This design comes from an exercise in tuning for small area and a short achievable clock period on the open sky130 flow, not from production work.
The RTL was checked by simulation tests, not by an equivalence proof against the original design.
Power and IR drop assume default switching activity.

// mul_simd_top
module mul_simd_top
(
   input  logic        clk,
   input  logic        rst_n,
   input  logic        in_valid,
   input  logic [1:0]  op,
   input  logic [31:0] a,
   input  logic [31:0] b,
   output logic        out_valid,
   output logic [63:0] result
);
Size: roughly 2100 cells after synthesis, roughly 130 I/O pins, ~20000 µm² of cells after synthesis.
==> flow/config.mk <==
export PLATFORM = sky130hd
export DESIGN_NAME = mul_simd_top
export DESIGN_NICKNAME = mul_simd_top
export VERILOG_FILES = /design/flow/design.v
export SDC_FILE = /design/flow/constraint.sdc
export NUM_CORES = 4
export LEC_CHECK = 0
export CAP_MARGIN = 20
export CORE_MARGIN = 2
export CORE_UTILIZATION = 60
export CTS_BUF_LIST = sky130_fd_sc_hd__clkbuf_8 sky130_fd_sc_hd__clkbuf_16
export CTS_CLUSTER_DIAMETER = 100
export CTS_CLUSTER_SIZE = 30
export SLEW_MARGIN = 20
==> flow/constraint.sdc <==
create_clock -name core_clock -period 9.5 [get_ports {clk}]
set_input_delay 1.9000 -clock core_clock [delete_from_list [all_inputs] [get_ports {clk}]]
set_output_delay 1.9000 -clock core_clock [all_outputs]
set_load 0.01 [all_outputs]
standard.sh (not shown) runs the stock make flow with config.mk's settings and CLKGATE_MAP_FILE= SYNTH_SCRIPT=/design/flow/synth_recipe.tcl, a recipe that flattens the netlist after the stock synthesis.
==> flow/flow/run.sh <==
#!/bin/bash
# Own layout flow: the standard synthesis unchanged, then
#  - (if POLARITY=1) flow/polarity.py removes inverters between full-adder
#    cells of the synthesized netlist by choosing each adder's polarity
#    (registers, ports and the function are unchanged),
#  - the standard ORFS steps with a few resizer settings changed (knobs.sh):
#    port buffers are buf cells (the default pick is a slow delay buffer),
#    the resizer may swap cells across footprints, and repair_timing aims for
#    extra setup slack.
# Each step's full output goes to a log file in this folder.
set -euo pipefail
cd "$(dirname "$0")/.."
source flow/knobs.sh
R=orfs/results/sky130hd/mul_simd_top/base
bash standard.sh synth > flow_synth.log 2>&1
if [[ "${POLARITY:-0}" == 1 ]]; then
  cp $R/1_2_yosys.v flow_synth_netlist.v
  python3 flow/polarity.py $R/1_2_yosys.v > flow_polarity.log 2>&1
  rm -f $R/1_synth.odb $R/1_synth.sdc
fi
bash standard.sh "${KNOBS[@]}" finish > flow_layout.log 2>&1
==> flow/flow/knobs.sh <==
POLARITY=1
KNOBS=(
  MATCH_CELL_FOOTPRINT=0
  "BUFFER_PORTS_ARGS=-buffer_cell sky130_fd_sc_hd__buf_2"
  SETUP_SLACK_MARGIN=5.2
)
Other scripts of this flow, unchanged in this note and not shown: flow/flow/polarity.py
Next try:
Settings changed: CTS_BUF_LIST sky130_fd_sc_hd__clkbuf_8 sky130_fd_sc_hd__clkbuf_16 to default, CTS_CLUSTER_DIAMETER 100 to default, CTS_CLUSTER_SIZE 30 to default.
What happened: Critical path depth is unchanged; global-route usage came out higher by 0.25 points; clock power came out higher by about 60%.
Next try:
--- a/flow/flow/knobs.sh
+++ b/flow/flow/knobs.sh
@@ -5 +5 @@
-  SETUP_SLACK_MARGIN=5.2
+  SETUP_SLACK_MARGIN=5
Settings changed: CORE_UTILIZATION 60 to 40.
The changed run finished with timing, DRC and antenna clean.
Setup slack gets worse by 130 ps.
Via count grows by 0.50%.
Combinational power shrinks by about 2%.
Flip-flop and latch count is unchanged.
Clock skew came out higher by 12 ps.
Next try:
--- a/flow/flow/knobs.sh
+++ b/flow/flow/knobs.sh
@@ -5 +5 @@
-  SETUP_SLACK_MARGIN=5
+  SETUP_SLACK_MARGIN=5.4
Settings changed: CORE_UTILIZATION 40 to 60.
=> Global-route usage goes up by 9.3 points. Design area goes up by 3.1%. Die area goes down by 33%. First-iteration DRC count goes up by 1.1%. Fmax goes up by 4.9%. Clock power goes up by about 4%. Wire length goes down by 1.3%. Total power goes up by 3.7%. Critical path depth goes down by 1. Clock skew barely changes. Core utilization goes up by 24 points.
Next try:
--- a/flow/flow/knobs.sh
+++ b/flow/flow/knobs.sh
@@ -5 +5 @@
-  SETUP_SLACK_MARGIN=5.4
+  SETUP_SLACK_MARGIN=5
- The changed run finished clean
- core utilization fell by 3.1 points
- final cell count fell by 2.3%
- setup slack loses 150 ps
- power fell by 3.4%

mul_simd_top, a different RTL version from the one above (not shown whole).
Size: roughly 2100 cells after synthesis, about 130 I/O pins, about 21000 um2 of cells after synthesis.
Settings: LEC_CHECK=0, CAP_MARGIN=20, CORE_MARGIN=2, CORE_UTILIZATION=60, CTS_BUF_LIST=sky130_fd_sc_hd__clkbuf_8 sky130_fd_sc_hd__clkbuf_16, CTS_CLUSTER_DIAMETER=100, CTS_CLUSTER_SIZE=24, GPL_ROUTABILITY_DRIVEN=0, SLEW_MARGIN=20; clock period 9.5 ns.
==> flow/flow/knobs.sh <==
POLARITY=1
KNOBS=(
  MATCH_CELL_FOOTPRINT=0
  "BUFFER_PORTS_ARGS=-buffer_cell sky130_fd_sc_hd__buf_2"
  SETUP_SLACK_MARGIN=5.55
)
Scripts as last shown in full above: flow/flow/run.sh
Other scripts of this flow, unchanged in this note and not shown: flow/flow/polarity.py
Then changed:
--- a/flow/flow/knobs.sh
+++ b/flow/flow/knobs.sh
@@ -5 +5 @@
-  SETUP_SLACK_MARGIN=5.55
+  SETUP_SLACK_MARGIN=5.7
Result:
- power grows by 5.9%
- first-iteration DRC count is lower by 11%
- utilization is higher by 3.1 points
- via count went up by 1.6%
- wire length goes up by 2.0%
Then changed:
--- a/flow/flow/knobs.sh
+++ b/flow/flow/knobs.sh
@@ -5 +5 @@
-  SETUP_SLACK_MARGIN=5.7
+  SETUP_SLACK_MARGIN=5.2
GPL_ROUTABILITY_DRIVEN = not set   (was 0)
Outcome: Cell count falls by a few percent. Fmax is lower by a few percent. Synthesized cell count stays the same. Die area stays the same. Via count falls by a few percent.

mul_simd_top, a different RTL version from the one above (not shown whole).
Size in the first run: roughly 2200 cells after synthesis, roughly 260 flip-flops, ~130 I/O pins.
Settings: LEC_CHECK=0, CAP_MARGIN=20, CORE_MARGIN=2, CORE_UTILIZATION=40, SETUP_SLACK_MARGIN=5, SLEW_MARGIN=20; clock period 9.5 ns.
run.sh (not shown) runs the stock make flow with config.mk's settings and CLKGATE_MAP_FILE= SYNTH_SCRIPT=/design/flow/synth_recipe.tcl, a recipe that flattens the netlist after the stock synthesis.
Stock flow here: none of the scripts above is used.
Edit:
==> flow/flow/run.sh (new file) <==
#!/bin/bash
# Own layout flow: the standard synthesis unchanged, then the standard ORFS
# steps with a few resizer settings changed:
#  - port buffers are buf cells (the default pick is a slow delay buffer),
#  - the resizer may swap cells across footprints,
#  - repair_timing aims for extra setup slack (see knobs.sh).
# Each step's full output goes to a log file in this folder.
set -euo pipefail
cd "$(dirname "$0")/.."
source flow/knobs.sh
bash standard.sh synth > flow_synth.log 2>&1
bash standard.sh "${KNOBS[@]}" finish > flow_layout.log 2>&1
==> flow/flow/knobs.sh (new file) <==
KNOBS=(
  MATCH_CELL_FOOTPRINT=0
  "BUFFER_PORTS_ARGS=-buffer_cell sky130_fd_sc_hd__buf_2"
  SETUP_SLACK_MARGIN=5
)
==> flow/standard.sh (new file) <==
#!/bin/bash
# synth_recipe.tcl (not shown) runs the flow's synth.tcl, then flattens the netlist and writes it again
# the make line also repeats each setting of config.mk as NAME=value (left out here)
make -C /OpenROAD-flow-scripts/flow DESIGN_CONFIG=/design/flow/config.mk WORK_HOME=/design/flow/orfs CLKGATE_MAP_FILE= SYNTH_SCRIPT=/design/flow/synth_recipe.tcl "${@:-finish}"
--- a/flow/config.mk
+++ b/flow/config.mk
@@ -11 +10,0 @@
-export SETUP_SLACK_MARGIN = 5
removed: flow/run.sh
The changed run went through all stages and came out clean.
Utilization goes down by 1.5 points.
Via count is lower by about 1%.
Hold slack is about the same.
Total power drops by about 3.6%.
Clock power is about the same.
Synthesized area does not change.
Global-route usage fell by 0.53 points.
Die area stays the same.
Final area decreases by 3.2%.
Worst setup slack improves by 130 ps.

what the ideal ports hide:
The results above use ideal ports. As a check the final layouts listed here were re-extracted and re-timed, cells and wires unchanged. Step 1, drivers: a clkbuf_16 drives clk and a buf_2 each remaining input, both assumed. Step 2 adds t to the input delays and takes it off the output delays; t is the mean of the earliest and latest rising clock arrival at the registers after step 1. Input paths then give back, and output paths get back, about the clock's delay inside the block. a / b / c = ideal / step 1 / step 2; a / b = the first two.
run | shift t [ns] | setup WS [ns] | worst slew at a driven data input, ns | cell pins on the clock port's net
the first run of note 1 | 0.568 | 5.235 / 5.181 / 5.170 | 0.04 | 1
the second run of note 1 | 0.602 | 5.238 / 5.183 / 5.141 | 0.04 | 1
the third run of note 1 | 0.631 | 5.109 / 5.059 / 5.157 | 0.08 | 1
the fourth run of note 1 | 0.607 | 5.315 / 5.262 / 5.536 | 0.06 | 1
the fifth run of note 1 | 0.599 | 5.163 / 5.108 / 5.186 | 0.04 | 1
the first run of note 2 | 0.562 | 5.510 / 5.455 / 5.186 | 0.05 | 1
the second run of note 2 | 0.558 | 5.523 / 5.469 / 5.430 | 0.06 | 1
the third run of note 2 | 0.560 | 5.359 / 5.306 / 5.359 | 0.05 | 1
the first run of note 3 | 0.623 | 4.595 / 4.539 / 4.750 | 0.07 | 1
the second run of note 3 | 0.631 | 4.722 / 4.669 / 4.727 | 0.08 | 1
After both steps every run listed still meets setup and hold. The setup slack of the first run of note 2, which loses most, moves by -0.055 ns with the drivers and by -0.324 ns with both steps.
